Background: an optimization exercise with open tools, aiming at small area. Do not read the settings as production practice. Where RTL was checked, it was by simulation tests only, not by an equivalence proof against the original.

==> run a: inputs <==
## regfile_sb
module regfile_sb #(
  parameter int DATA_W = 32,
  parameter int ADDR_W = 5,
  parameter int NRD    = 4
) (
  input  logic                    clk,
  input  logic                    reset,
  input  logic [NRD*ADDR_W-1:0]   rd_addr,
  output logic [NRD*DATA_W-1:0]   rd_data,
  output logic [NRD-1:0]          rd_busy,
  output logic                    hazard,
  input  logic [NRD-1:0]          rd_en,
  input  logic [1:0]              wr_en,
  input  logic [2*ADDR_W-1:0]     wr_addr,
  input  logic [2*DATA_W-1:0]     wr_data,
  input  logic                    iss_en,
  input  logic [ADDR_W-1:0]       iss_addr,
  input  logic                    flush,
  output logic [ADDR_W:0]         pend_cnt
);
==> module regfile_sb, before the edit <==
module regfile_sb #(
  parameter int DATA_W = 32,
  parameter int ADDR_W = 5,
  parameter int NRD    = 4
) (
  input  logic                    clk,
  input  logic                    reset,
  input  logic [NRD*ADDR_W-1:0]   rd_addr,
  output logic [NRD*DATA_W-1:0]   rd_data,
  output logic [NRD-1:0]          rd_busy,
  output logic                    hazard,
  input  logic [NRD-1:0]          rd_en,
  input  logic [1:0]              wr_en,
  input  logic [2*ADDR_W-1:0]     wr_addr,
  input  logic [2*DATA_W-1:0]     wr_data,
  input  logic                    iss_en,
  input  logic [ADDR_W-1:0]       iss_addr,
  input  logic                    flush,
  output logic [ADDR_W:0]         pend_cnt
);
  localparam int DEPTH = 1 << ADDR_W;
  logic [ADDR_W-1:0] wa0, wa1;
  logic [DATA_W-1:0] wd0, wd1;
  logic              wv0, wv1;
  assign wa0 = wr_addr[ADDR_W-1:0];
  assign wa1 = wr_addr[2*ADDR_W-1:ADDR_W];
  assign wd0 = wr_data[DATA_W-1:0];
  assign wd1 = wr_data[2*DATA_W-1:DATA_W];
  assign wv0 = wr_en[0] && (wa0 != '0);
  assign wv1 = wr_en[1] && (wa1 != '0);
  logic [DEPTH-1:1] h0, h1, s1, s0, sh;
  for (genvar i = 1; i < DEPTH; i++) begin : g_wsel
    assign h0[i] = wv0 && (wa0 == ADDR_W'(i));
    assign h1[i] = wv1 && (wa1 == ADDR_W'(i));
    assign s1[i] = reset && h1[i];
    assign s0[i] = reset && h0[i] && !h1[i];
    assign sh[i] = reset && !h0[i] && !h1[i];
  end
  logic [DATA_W-1:0] st  [DEPTH-1:1];
  logic [DATA_W-1:0] rv  [DEPTH];
  assign rv[0] = '0;
  for (genvar i = 1; i < DEPTH; i++) begin : g_reg
    assign rv[i] = ~st[i];
    logic [DATA_W-1:0] d;
    for (genvar b = 0; b < DATA_W; b++) begin : g_bit
      rf_aoi222 u_d (.a1(s1[i]), .a2(wd1[b]), .b1(s0[i]), .b2(wd0[b]),
                     .c1(sh[i]), .c2(rv[i][b]), .y(d[b]));
    end
    always_ff @(posedge clk) st[i] <= d;
  end
  logic [DEPTH-1:1] busy, busy_nxt;
  logic [ADDR_W:0]  busy_cnt;
  for (genvar i = 1; i < DEPTH; i++) begin : g_busy
    assign busy_nxt[i] = (iss_en && (iss_addr == ADDR_W'(i))) ||
                         (busy[i] && !flush && !h0[i] && !h1[i]);
  end
  always_comb begin
    busy_cnt = '0;
    for (int r = 1; r < DEPTH; r++) begin
      busy_cnt = busy_cnt + (ADDR_W+1)'(busy_nxt[r]);
    end
  end
  always_ff @(posedge clk) begin
    if (!reset) begin
      busy     <= '0;
      pend_cnt <= '0;
    end else begin
      busy     <= busy_nxt;
      pend_cnt <= busy_cnt;
    end
  end
  for (genvar k = 0; k < NRD; k++) begin : g_rd
    logic [ADDR_W-1:0] ra;
    logic              b1, b0, en;
    logic [DEPTH-1:1]  rs;
    logic [DATA_W-1:0] acc;
    logic              bacc;
    assign ra = rd_addr[k*ADDR_W +: ADDR_W];
    assign b1 = wv1 && (wa1 == ra);
    assign b0 = wv0 && (wa0 == ra) && !b1;
    assign en = !(b1 || b0);
    for (genvar i = 1; i < DEPTH; i++) begin : g_sel
      assign rs[i] = en && (ra == ADDR_W'(i));
    end
    logic [32:0] sel;
    assign sel = {rs, b0, b1};
    for (genvar b = 0; b < DATA_W; b++) begin : g_bit
      logic [32:0] dat;
      logic [10:0] t;
      assign dat[0] = wd1[b];
      assign dat[1] = wd0[b];
      for (genvar i = 1; i < DEPTH; i++) begin : g_d
        assign dat[i+1] = rv[i][b];
      end
      for (genvar j = 0; j < 11; j++) begin : g_t
        rf_aoi222 u_t (.a1(sel[3*j]), .a2(dat[3*j]), .b1(sel[3*j+1]), .b2(dat[3*j+1]),
                       .c1(sel[3*j+2]), .c2(dat[3*j+2]), .y(t[j]));
      end
      rf_or11n u_or (.t(t), .y(acc[b]));
    end
    logic [32:0] bdat;
    logic [10:0] bt;
    assign bdat[1:0] = 2'b00;
    for (genvar i = 1; i < DEPTH; i++) begin : g_bd
      assign bdat[i+1] = busy[i];
    end
    assign bt[0] = ~(rs[1] & bdat[2]);
    for (genvar j = 1; j < 11; j++) begin : g_bt
      rf_aoi222 u_t (.a1(sel[3*j]), .a2(bdat[3*j]), .b1(sel[3*j+1]), .b2(bdat[3*j+1]),
                     .c1(sel[3*j+2]), .c2(bdat[3*j+2]), .y(bt[j]));
    end
    rf_or11n u_bor (.t(bt), .y(bacc));
    assign rd_data[k*DATA_W +: DATA_W] = acc;
    assign rd_busy[k] = bacc;
  end
  assign hazard = |(rd_busy & rd_en);
endmodule
==> module rf_aoi222, before the edit <==
module rf_aoi222 (
  input  logic a1, a2, b1, b2, c1, c2,
  output logic y
);
  assign y = ~((a1 & a2) | (b1 & b2) | (c1 & c2));
endmodule
==> module rf_or11n, before the edit <==
module rf_or11n (
  input  logic [10:0] t,
  output logic        y
);
  logic [2:0] p;
  rf_nand4 u_p0 (.a(t[0]), .b(t[1]), .c(t[2]),  .d(t[3]),  .y(p[0]));
  rf_nand4 u_p1 (.a(t[4]), .b(t[5]), .c(t[6]),  .d(t[7]),  .y(p[1]));
  rf_nand3 u_p2 (.a(t[8]), .b(t[9]), .c(t[10]), .y(p[2]));
  rf_or3   u_y  (.a(p[0]), .b(p[1]), .c(p[2]),  .y(y));
endmodule
==> module rf_nand4, before the edit <==
module rf_nand4 (input logic a, b, c, d, output logic y);
  assign y = ~(a & b & c & d);
endmodule
==> module rf_nand3, before the edit <==
module rf_nand3 (input logic a, b, c, output logic y);
  assign y = ~(a & b & c);
endmodule
==> module rf_or3, before the edit <==
module rf_or3 (input logic a, b, c, output logic y);
  assign y = a | b | c;
endmodule
export LEC_CHECK = 0
export ABC_CLOCK_PERIOD_IN_PS = 100000
export CAP_MARGIN = 20
export CORE_MARGIN = 2
export CORE_UTILIZATION = 60
export SLEW_MARGIN = 20
export SYNTH_HIERARCHICAL = 1
create_clock -name core_clock -period 8.0 [get_ports {clk}]
run.sh (not shown) runs the stock make flow with config.mk's settings and CLKGATE_MAP_FILE= SYNTH_SCRIPT=/design/flow/synth_recipe.tcl, a recipe that flattens the netlist after the stock synthesis.
==> run b (differences from run a) <==
==> flow/design.v (replaced) <==
module regfile_sb #(
  parameter int DATA_W = 32,
  parameter int ADDR_W = 5,
  parameter int NRD    = 4
) (
  input  logic                    clk,
  input  logic                    reset,
  input  logic [NRD*ADDR_W-1:0]   rd_addr,
  output logic [NRD*DATA_W-1:0]   rd_data,
  output logic [NRD-1:0]          rd_busy,
  output logic                    hazard,
  input  logic [NRD-1:0]          rd_en,
  input  logic [1:0]              wr_en,
  input  logic [2*ADDR_W-1:0]     wr_addr,
  input  logic [2*DATA_W-1:0]     wr_data,
  input  logic                    iss_en,
  input  logic [ADDR_W-1:0]       iss_addr,
  input  logic                    flush,
  output logic [ADDR_W:0]         pend_cnt
);
  localparam int DEPTH = 1 << ADDR_W;
  logic [DATA_W-1:0] regs [DEPTH];
  logic [DEPTH-1:0]  busy;
  logic [DEPTH-1:0]  busy_nxt;
  logic [DEPTH-1:0]  wb_hit;
  logic [ADDR_W:0]   busy_cnt;
  logic [ADDR_W-1:0] wa0, wa1;
  logic [DATA_W-1:0] wd0, wd1;
  logic [1:0]        wv;
  assign wa0 = wr_addr[ADDR_W-1:0];
  assign wa1 = wr_addr[2*ADDR_W-1:ADDR_W];
  assign wd0 = wr_data[DATA_W-1:0];
  assign wd1 = wr_data[2*DATA_W-1:DATA_W];
  assign wv = {wr_en[1] && (wa1 != '0), wr_en[0] && (wa0 != '0)};
  always_comb begin
    wb_hit = '0;
    if (wv[0]) wb_hit[wa0] = 1'b1;
    if (wv[1]) wb_hit[wa1] = 1'b1;
  end
  always_comb begin
    busy_nxt = busy & ~wb_hit;
    if (flush) busy_nxt = '0;
    if (iss_en && (iss_addr != '0)) busy_nxt[iss_addr] = 1'b1;
  end
  always_comb begin
    busy_cnt = '0;
    for (int r = 0; r < DEPTH; r++) begin
      busy_cnt = busy_cnt + (ADDR_W+1)'(busy_nxt[r]);
    end
  end
  for (genvar k = 0; k < NRD; k++) begin : g_rd
    logic [ADDR_W-1:0] ra;
    logic              nz;
    assign ra = rd_addr[k*ADDR_W +: ADDR_W];
    assign nz = (ra != '0);
    assign rd_data[k*DATA_W +: DATA_W] =
        !nz                      ? '0  :
        (wv[1] && (wa1 == ra))   ? wd1 :
        (wv[0] && (wa0 == ra))   ? wd0 :
                                   regs[ra];
    assign rd_busy[k] = nz && busy[ra] && !wb_hit[ra];
  end
  assign hazard = |(rd_busy & rd_en);
  always_ff @(posedge clk) begin
    if (!reset) begin
      for (int r = 0; r < DEPTH; r++) regs[r] <= '0;
    end else begin
      if (wv[0]) regs[wa0] <= wd0;
      if (wv[1]) regs[wa1] <= wd1;
    end
  end
  always_ff @(posedge clk) begin
    if (!reset) begin
      busy     <= '0;
      pend_cnt <= '0;
    end else begin
      busy     <= busy_nxt;
      pend_cnt <= busy_cnt;
    end
  end
endmodule
Settings changed: ABC_CLOCK_PERIOD_IN_PS 100000 to default, CORE_UTILIZATION 60 to 40, SYNTH_HIERARCHICAL 1 to default.
==> out/results.txt <==
The post-detailed-placement half-perimeter wirelength is 246000 um. After synthesis, the largest family of logic cells by area is multiplexers. Adder and majority gate portion of the synthesized area: 0.910%. In the global route stage, met3 resource usage came out at 16.8%. For the maximum number of pins on one net before global-route repair, the log shows 88. From bottom edge to top edge, the die measures 460 um.

The flow ran to the end and the layout has no timing, DRC or antenna violations. Most frequent cell after synthesis: sky130_fd_sc_hd__mux4_2. The routability-driven placement congestion ratio is 0.978.
the above is filed under run b

==> out/results.txt <==
For this run, global-route usage on met3 was measured as 76.1%. The run stopped with a tool error. The flow stopped in 5_1_grt.

Summing the areas of all fa, ha and maj instances in the mapped netlist gives 0.969% of the synthesized area. By area, the combinational part of the netlist is dominated by compound AO/OA/AOI/OAI gates. At the end of routability-driven placement, the weighted congestion stood at 1.17.

The most frequent cell after synthesis is sky130_fd_sc_hd__a222oi_1. The tool reported: "[ERROR GRT-0116] Global routing finished with congestion. Check the congestion regions in the DRC Viewer".
the above is filed under run a

No functional check of the RTL was part of run a.

[separate check: timing with driven ports]
No port has a modelled driver above. Below, the same layout with a new extraction and two added sets of constraints. Step 1 assumes that a clkbuf_16 drives the clock port and a buf_2 every other input. Step 2 also shifts input and output timing later by t, the mid clock arrival at the registers, as if the neighbouring blocks saw the same clock. a / b / c = ideal / step 1 / step 2; a / b = the first two.
run: run b
t, ns: 0.887
slack for setup (ns): 0.210 / 0.215 / -0.643
worst hold slack (ns): 0.734 / 0.734 / 0.734
latest minus earliest clock arrival (ns): 0.123 / 0.123
worst data-port slew with drivers (ns): 0.16
With both steps, setup timing fails in run b, where it was met with ideal ports. For run b, drivers alone change the setup slack by +0.005 ns; drivers and shift together by -0.853 ns.
